Source: an optimization exercise on an open RTL-to-GDS flow (aim: small area, a short achievable clock period and few clock cycles per item). Production flows keep margins and buffers that such runs may drop. The RTL was checked by simulation tests, not by an equivalence proof against the original design. No activity file was given, so power comes from the tool's default toggle rates.

Setup of main:
==> flow/design.v (excerpt) <==
module dcache (
	input logic CLK,
	input logic nRST,
	input logic dmemREN,
	input logic dmemWEN,
	input dcache_pkg::word_t dmemaddr,
	input dcache_pkg::word_t dmemstore,
	input logic halt,
	output logic dhit,
	output dcache_pkg::word_t dmemload,
	output logic flushed,
	input logic dwait,
	input dcache_pkg::word_t dload,
	output logic dREN,
	output logic dWEN,
	output dcache_pkg::word_t daddr,
	output dcache_pkg::word_t dstore
);
clock: 8.0 ns
lec_check: 0
cap_margin: 30
cell_pad_in_sites_detail_placement: 1
cell_pad_in_sites_global_placement: 2
core_margin: 2
core_utilization: 50
cts_buf_list: sky130_fd_sc_hd__clkbuf_8
cts_cluster_diameter: 40
cts_cluster_size: 20
place_density: 0.6
setup_slack_margin: 4.8
slew_margin: 40
tns_end_percent: 5
standard.sh (not shown) runs the stock make flow with config.mk's settings and CLKGATE_MAP_FILE= SYNTH_SCRIPT=/design/flow/synth_recipe.tcl, a recipe that flattens the netlist after the stock synthesis.
==> flow/flow/run.sh <==
#!/bin/bash
# The standard layout, with plain buffers (buf_4) as the port buffers instead of
# the delay cell that buffer_ports picks by itself. Every port is still buffered.
set -euo pipefail
export BUFFER_PORTS_ARGS="-buffer_cell sky130_fd_sc_hd__buf_4"
bash standard.sh > standard_flow.log 2>&1
main: flow completed, timing, DRC and antenna clean
Testbench counts of main, summed over its fixed seeds: cycles 90,386, requests 24,000.
Inputs modified between main and the feature branch:
-- flow/config.mk --
<<< main, line 8
export CAP_MARGIN = 30
>>> the feature branch, line 8
export CAP_MARGIN = 20
<<< main, line 18
export SLEW_MARGIN = 40
>>> the feature branch, line 18
export SLEW_MARGIN = 20
### Flow results
- Final cell area: the feature branch below main
- Per the comparison of the feature branch with main, combinational group power has increased, non-clock buffer count -28.
- Relative area change from synthesis to final layout ends up lower on the feature branch.
- The feature branch: share of the clock period used by the worst path after layout 0.24 points above main
- Relative to main, the feature branch degrades worst setup slack before clock tree synthesis.
- Re number of buffers on the longest clock path: no difference whatsoever between main and the feature branch.
- The feature branch: source-to-sink clock delay at the later pin of the worst-skew pair 20 ps above main
- Global-route wire length before repair grows slightly when moving from main to the feature branch.
- For the final period demand of the worst path, the feature branch came in 19 ps higher than main did.

* * *

## oak
dcache, a different RTL version from the one above (not shown whole).
For scale: roughly 4700 cells after synthesis, about 1600 flip-flops, about 200 I/O pins.
==> flow/config.mk <==
export PLATFORM = sky130hd
export DESIGN_NAME = dcache
export DESIGN_NICKNAME = dcache
export VERILOG_FILES = /design/flow/design.v
export SDC_FILE = /design/flow/constraint.sdc
export NUM_CORES = 4
export LEC_CHECK = 0
export CAP_MARGIN = 20
export CELL_PAD_IN_SITES_DETAIL_PLACEMENT = 1
export CELL_PAD_IN_SITES_GLOBAL_PLACEMENT = 2
export CORE_MARGIN = 2
export CORE_UTILIZATION = 50
export CTS_BUF_LIST = sky130_fd_sc_hd__clkbuf_8
export CTS_CLUSTER_DIAMETER = 40
export CTS_CLUSTER_SIZE = 20
export PLACE_DENSITY = 0.6
export SETUP_SLACK_MARGIN = 4.2
export SLEW_MARGIN = 30
export TNS_END_PERCENT = 5
==> flow/constraint.sdc <==
create_clock -name core_clock -period 8.0 [get_ports {CLK}]
set_input_delay 1.6000 -clock core_clock [delete_from_list [all_inputs] [get_ports {CLK}]]
set_output_delay 1.6000 -clock core_clock [all_outputs]
set_load 0.01 [all_outputs]
run.sh (not shown) runs the stock make flow with config.mk's settings and CLKGATE_MAP_FILE= SYNTH_SCRIPT=/design/flow/synth_recipe.tcl, a recipe that flattens the netlist after the stock synthesis.
Stock flow here: none of the scripts above is used.
oak ended with every stage complete and zero timing, DRC or antenna violations.
Testbench counts of oak, summed over its fixed seeds: cycles 84,822, requests 24,000.
Edits applied to the flow inputs when going from oak to pine:
==> flow/flow/run.sh (new file) <==
#!/bin/bash
# The standard layout, with plain buffers (buf_4) as the port buffers instead of
# the delay cell that buffer_ports picks by itself. Every port is still buffered.
set -euo pipefail
export BUFFER_PORTS_ARGS="-buffer_cell sky130_fd_sc_hd__buf_4"
bash standard.sh > standard_flow.log 2>&1
==> flow/standard.sh (new file) <==
#!/bin/bash
# synth_recipe.tcl (not shown) runs the flow's synth.tcl, then flattens the netlist and writes it again
# the make line also repeats each setting of config.mk as NAME=value (left out here)
make -C /OpenROAD-flow-scripts/flow DESIGN_CONFIG=/design/flow/config.mk WORK_HOME=/design/flow/orfs CLKGATE_MAP_FILE= SYNTH_SCRIPT=/design/flow/synth_recipe.tcl "${@:-finish}"
removed: flow/run.sh
==> comparison <==
- Against oak as the reference, pine delivers a higher smallest setup slack after layout.
- Against oak, pine comes in 2 lower on number of antenna violations at the first check in global routing.
- Taking oak as the reference point, the global-route track usage on met3 of pine falls by 0.61 points.
- Any difference in final wirelength between pine and oak is small enough to ignore.
- pine reports a lower worst relative slew slack than oak does.
- Comparing pine with oak, the TritonCTS sink count came out essentially unchanged.
- Area occupied by multi-input gates was lower in the run labelled pine.
### pine -> birch
Settings: TNS_END_PERCENT now 20, was 5; SLEW_MARGIN now 20, was 30.
### Flow results
pine has lower total power than birch. Summary: final critical delay including setup and external delays, birch better than pine. The run showing the greater post-layout worst setup margin is birch. On non-clock buffer count, the higher figure sits with birch, not pine. Any difference in clock-pin slew reported for the worst setup and hold paths after clock tree synthesis between pine and birch is small enough to ignore. birch: final design instance area without fill higher than pine.

==> what the ideal ports hide <==
No port has a modelled driver above. Below, the same layouts with a new extraction and two added sets of constraints. Step 1 assumes that a clkbuf_16 drives the clock port and a buf_2 every other input. Step 2 also shifts input and output timing later by t, the mid clock arrival at the registers, as if the neighbouring blocks saw the same clock. a / b / c = no drivers / after step 1 / after step 2; a / b = the first two.
run | t, ns | setup slack, ns | worst setup path after step 2 | clock arrival spread, ns
main | 1.033 | 4.404 / 4.207 / 3.174 | input to register | 0.049 / 0.050
the feature branch | 1.058 | 4.384 / 4.245 / 3.187 | input to register | 0.066 / 0.066
oak | 1.016 | 3.924 / 3.884 / 3.020 | input to register | 0.059 / 0.059
pine | 1.021 | 3.991 / 3.982 / 3.020 | input to register | 0.058 / 0.058
birch | 1.032 | 4.088 / 4.024 / 3.111 | input to register | 0.044 / 0.044
After both steps setup and hold are still met in every run listed. For main, which loses most, drivers alone change the setup slack by -0.197 ns; drivers and shift together by -1.230 ns.
